From an optimization exercise on the open Yosys and OpenROAD flow, aimed at small area, a short achievable clock period and few clock cycles per item; shortcuts taken in it are not production practice.
Where RTL was checked, it was by simulation tests only, not by an equivalence proof against the original.

the reference run:
==> flow/design.v (excerpt) <==
module fft_top (
	input  logic             i_clk,
	input  logic             i_arst_n,
	input  logic             i_in_valid,
	output logic             o_in_ready,
	input  fft_pkg::sample_t i_in_re,
	input  fft_pkg::sample_t i_in_im,
	output logic             o_out_valid,
	input  logic             i_out_ready,
	output fft_pkg::sample_t o_out_re,
	output fft_pkg::sample_t o_out_im,
	output logic             o_out_last
);
export LEC_CHECK = 0
export CAP_MARGIN = 20
export CORE_MARGIN = 2
export CORE_UTILIZATION = 30
export SLEW_MARGIN = 20
create_clock -name core_clock -period 13.5 [get_ports {i_clk}]
standard.sh (not shown) runs the stock make flow with config.mk's settings and CLKGATE_MAP_FILE= SYNTH_SCRIPT=/design/flow/synth_recipe.tcl, a recipe that flattens the netlist after the stock synthesis.
==> flow/flow/run.sh <==
#!/bin/bash
# Standard layout, with the timing repair aiming for more setup slack than
# the clock period needs.
set -e
cd "$(dirname "$0")/.."
export SETUP_SLACK_MARGIN=9.5
bash standard.sh > standard.log 2>&1
The flow did not stop early for the reference run: all stages ran, and the layout cleared the timing, design-rule and antenna checks.
Edits applied to the flow inputs when going from the reference run to the trial run:
==> flow/run.sh (new file) <==
#!/bin/bash
# synth_recipe.tcl (not shown) runs the flow's synth.tcl, then flattens the netlist and writes it again
# the make line also repeats each setting of config.mk as NAME=value (left out here)
make -C /OpenROAD-flow-scripts/flow DESIGN_CONFIG=/design/flow/config.mk WORK_HOME=/design/flow/orfs CLKGATE_MAP_FILE= SYNTH_SCRIPT=/design/flow/synth_recipe.tcl finish
removed: flow/flow/run.sh
removed: flow/standard.sh
==> summary.txt <==
- Layout-stage area growth over the synthesis result (lower): the trial run
- The trial run finished all stages; the layout is clean.
- The flow did not stop early for the reference run: all stages ran, and the layout cleared the timing, design-rule and antenna checks.
- Per the comparison of the trial run with the reference run, setup slack on the worst flop-to-flop path dropped 1.40 ns, synthesized area per cell barely changed, core utilization dropped 2.1 points, final worst-path setup slack dropped 1.40 ns.
- Any difference in aggregate global routing overflow between the trial run and the reference run is small enough to ignore.
No run of this note included a check of the RTL's function; only the layout flow was run.


fft_top, a different RTL version from the one above (not shown whole).
Size in the first run: roughly 6,100 cells after synthesis, ~71 I/O pins.
## fft_top
module fft_top (
	input  logic             i_clk,
	input  logic             i_arst_n,
	input  logic             i_in_valid,
	output logic             o_in_ready,
	input  fft_pkg::sample_t i_in_re,
	input  fft_pkg::sample_t i_in_im,
	output logic             o_out_valid,
	input  logic             i_out_ready,
	output fft_pkg::sample_t o_out_re,
	output fft_pkg::sample_t o_out_im,
	output logic             o_out_last
);
export LEC_CHECK = 0
export CAP_MARGIN = 20
export CORE_MARGIN = 2
export CORE_UTILIZATION = 50
export CTS_CLUSTER_DIAMETER = 100
export CTS_CLUSTER_SIZE = 24
export SLEW_MARGIN = 20
create_clock -name core_clock -period 13.5 [get_ports {i_clk}]
==> flow/flow/run.sh <==
#!/bin/bash
# Standard layout, with the timing repair aiming for more setup slack than
# the clock period needs.
set -e
cd "$(dirname "$0")/.."
export SETUP_SLACK_MARGIN=9.5
bash standard.sh > standard.log 2>&1
Testbench counts at the start, summed over its fixed seeds: cycles 1,296, frames 64.
Rerun with:
--- a/flow/flow/run.sh
+++ b/flow/flow/run.sh
@@ -4,4 +4,4 @@
 set -e
 cd "$(dirname "$0")/.."
-export SETUP_SLACK_MARGIN=9.5
+export SETUP_SLACK_MARGIN=9.2
 bash standard.sh > standard.log 2>&1
Settings changed: CORE_UTILIZATION 50 to 60, CTS_CLUSTER_DIAMETER 100 to default, CTS_CLUSTER_SIZE 24 to default.
What happened: The changed run completed without violations. Design area climbs by 0.89%. First-iteration DRC count shrinks by 9.0%. Hold slack is worse by 0.040 ns. Wire length drops by 3.3%. Area after synthesis is unchanged. Flip-flop and latch count is unchanged.


job 102:
Another version of the RTL of fft_top (not shown whole).
For scale: roughly 7600 cells after synthesis, roughly 71 I/O pins, ~0.079 mm^2 of cells after synthesis.
Settings: LEC_CHECK=0, ABC_AREA=1, CAP_MARGIN=20, CORE_MARGIN=2, CORE_UTILIZATION=50, SLEW_MARGIN=20; clock period 13.5 ns.
==> flow/flow/run.sh <==
#!/bin/bash
# Standard layout, with the timing repair aiming for more setup slack than
# the clock period needs.
set -e
cd "$(dirname "$0")/.."
export SETUP_SLACK_MARGIN=9.5
bash standard.sh > standard.log 2>&1
Testbench counts of job 102, summed over its fixed seeds: cycles 1,344, frames 64.
Edits applied to the flow inputs when going from job 102 to job 105:
Settings: removing ABC_AREA (formerly 1).
diff --git a/flow/flow/run.sh b/flow/flow/run.sh
--- a/flow/flow/run.sh
+++ b/flow/flow/run.sh
@@ -6 +6 @@
-export SETUP_SLACK_MARGIN=9.5
+export SETUP_SLACK_MARGIN=10.5
Of the two values seen for commonest non-fill, non-tap cell in the layout, nand2_1 was produced by job 102 and edfxtp_1 by job 105.
Critical path capture point: u_engine.cs3_s_re[11]$_DFFE_PP_ -> job 102, u_engine.cs3_s_im[7]$_SDFFCE_PP0P_ -> job 105
The wire length after detailed routing in job 105 sits about 4% above the value recorded for job 102.
Compared with job 102, in job 105 TritonCTS buffer count went down 1; number of vias per cell went up about 4.6%; relative max-transition margin went down 3.9 points.
Diff job 102 -> job 105 | share of the cycle needed by the critical path after routing | increase of 0.61 points
Relative to job 102, fmax decreased by 1.9% in job 105.

## what the ideal ports hide
No port has a modelled driver above. Below, the same layouts with a new extraction and two added sets of constraints.
Step 1: set_driving_cell puts a clkbuf_16 on i_clk and a buf_2 on each other input, an assumption about the parent block.
Step 2 also shifts input and output timing later by t, the mid clock arrival at the registers, as if the neighbouring blocks saw the same clock.
Three values: ideal, step 1, step 2; two values: the first two.
run | t (ns) | setup WS [ns] | latest minus earliest clock arrival (ns)
the reference run | 0.893 | 8.783 / 8.783 / 8.783 | 0.073 / 0.073
the trial run | 0.873 | 7.387 / 7.387 / 7.387 | 0.101 / 0.101
the first run of note 2 | 0.786 | 9.483 / 9.414 / 8.990 | 0.052 / 0.051
the second run of note 2 | 0.853 | 9.238 / 9.205 / 8.724 | 0.063 / 0.063
job 102 | 0.867 | 9.161 / 9.161 / 8.826 | 0.062 / 0.062
job 105 | 0.873 | 9.078 / 9.078 / 9.078 | 0.087 / 0.087
After both steps every run listed still meets setup and hold. For the second run of note 2, which loses most, drivers alone change the setup slack by -0.033 ns; drivers and shift together by -0.514 ns.
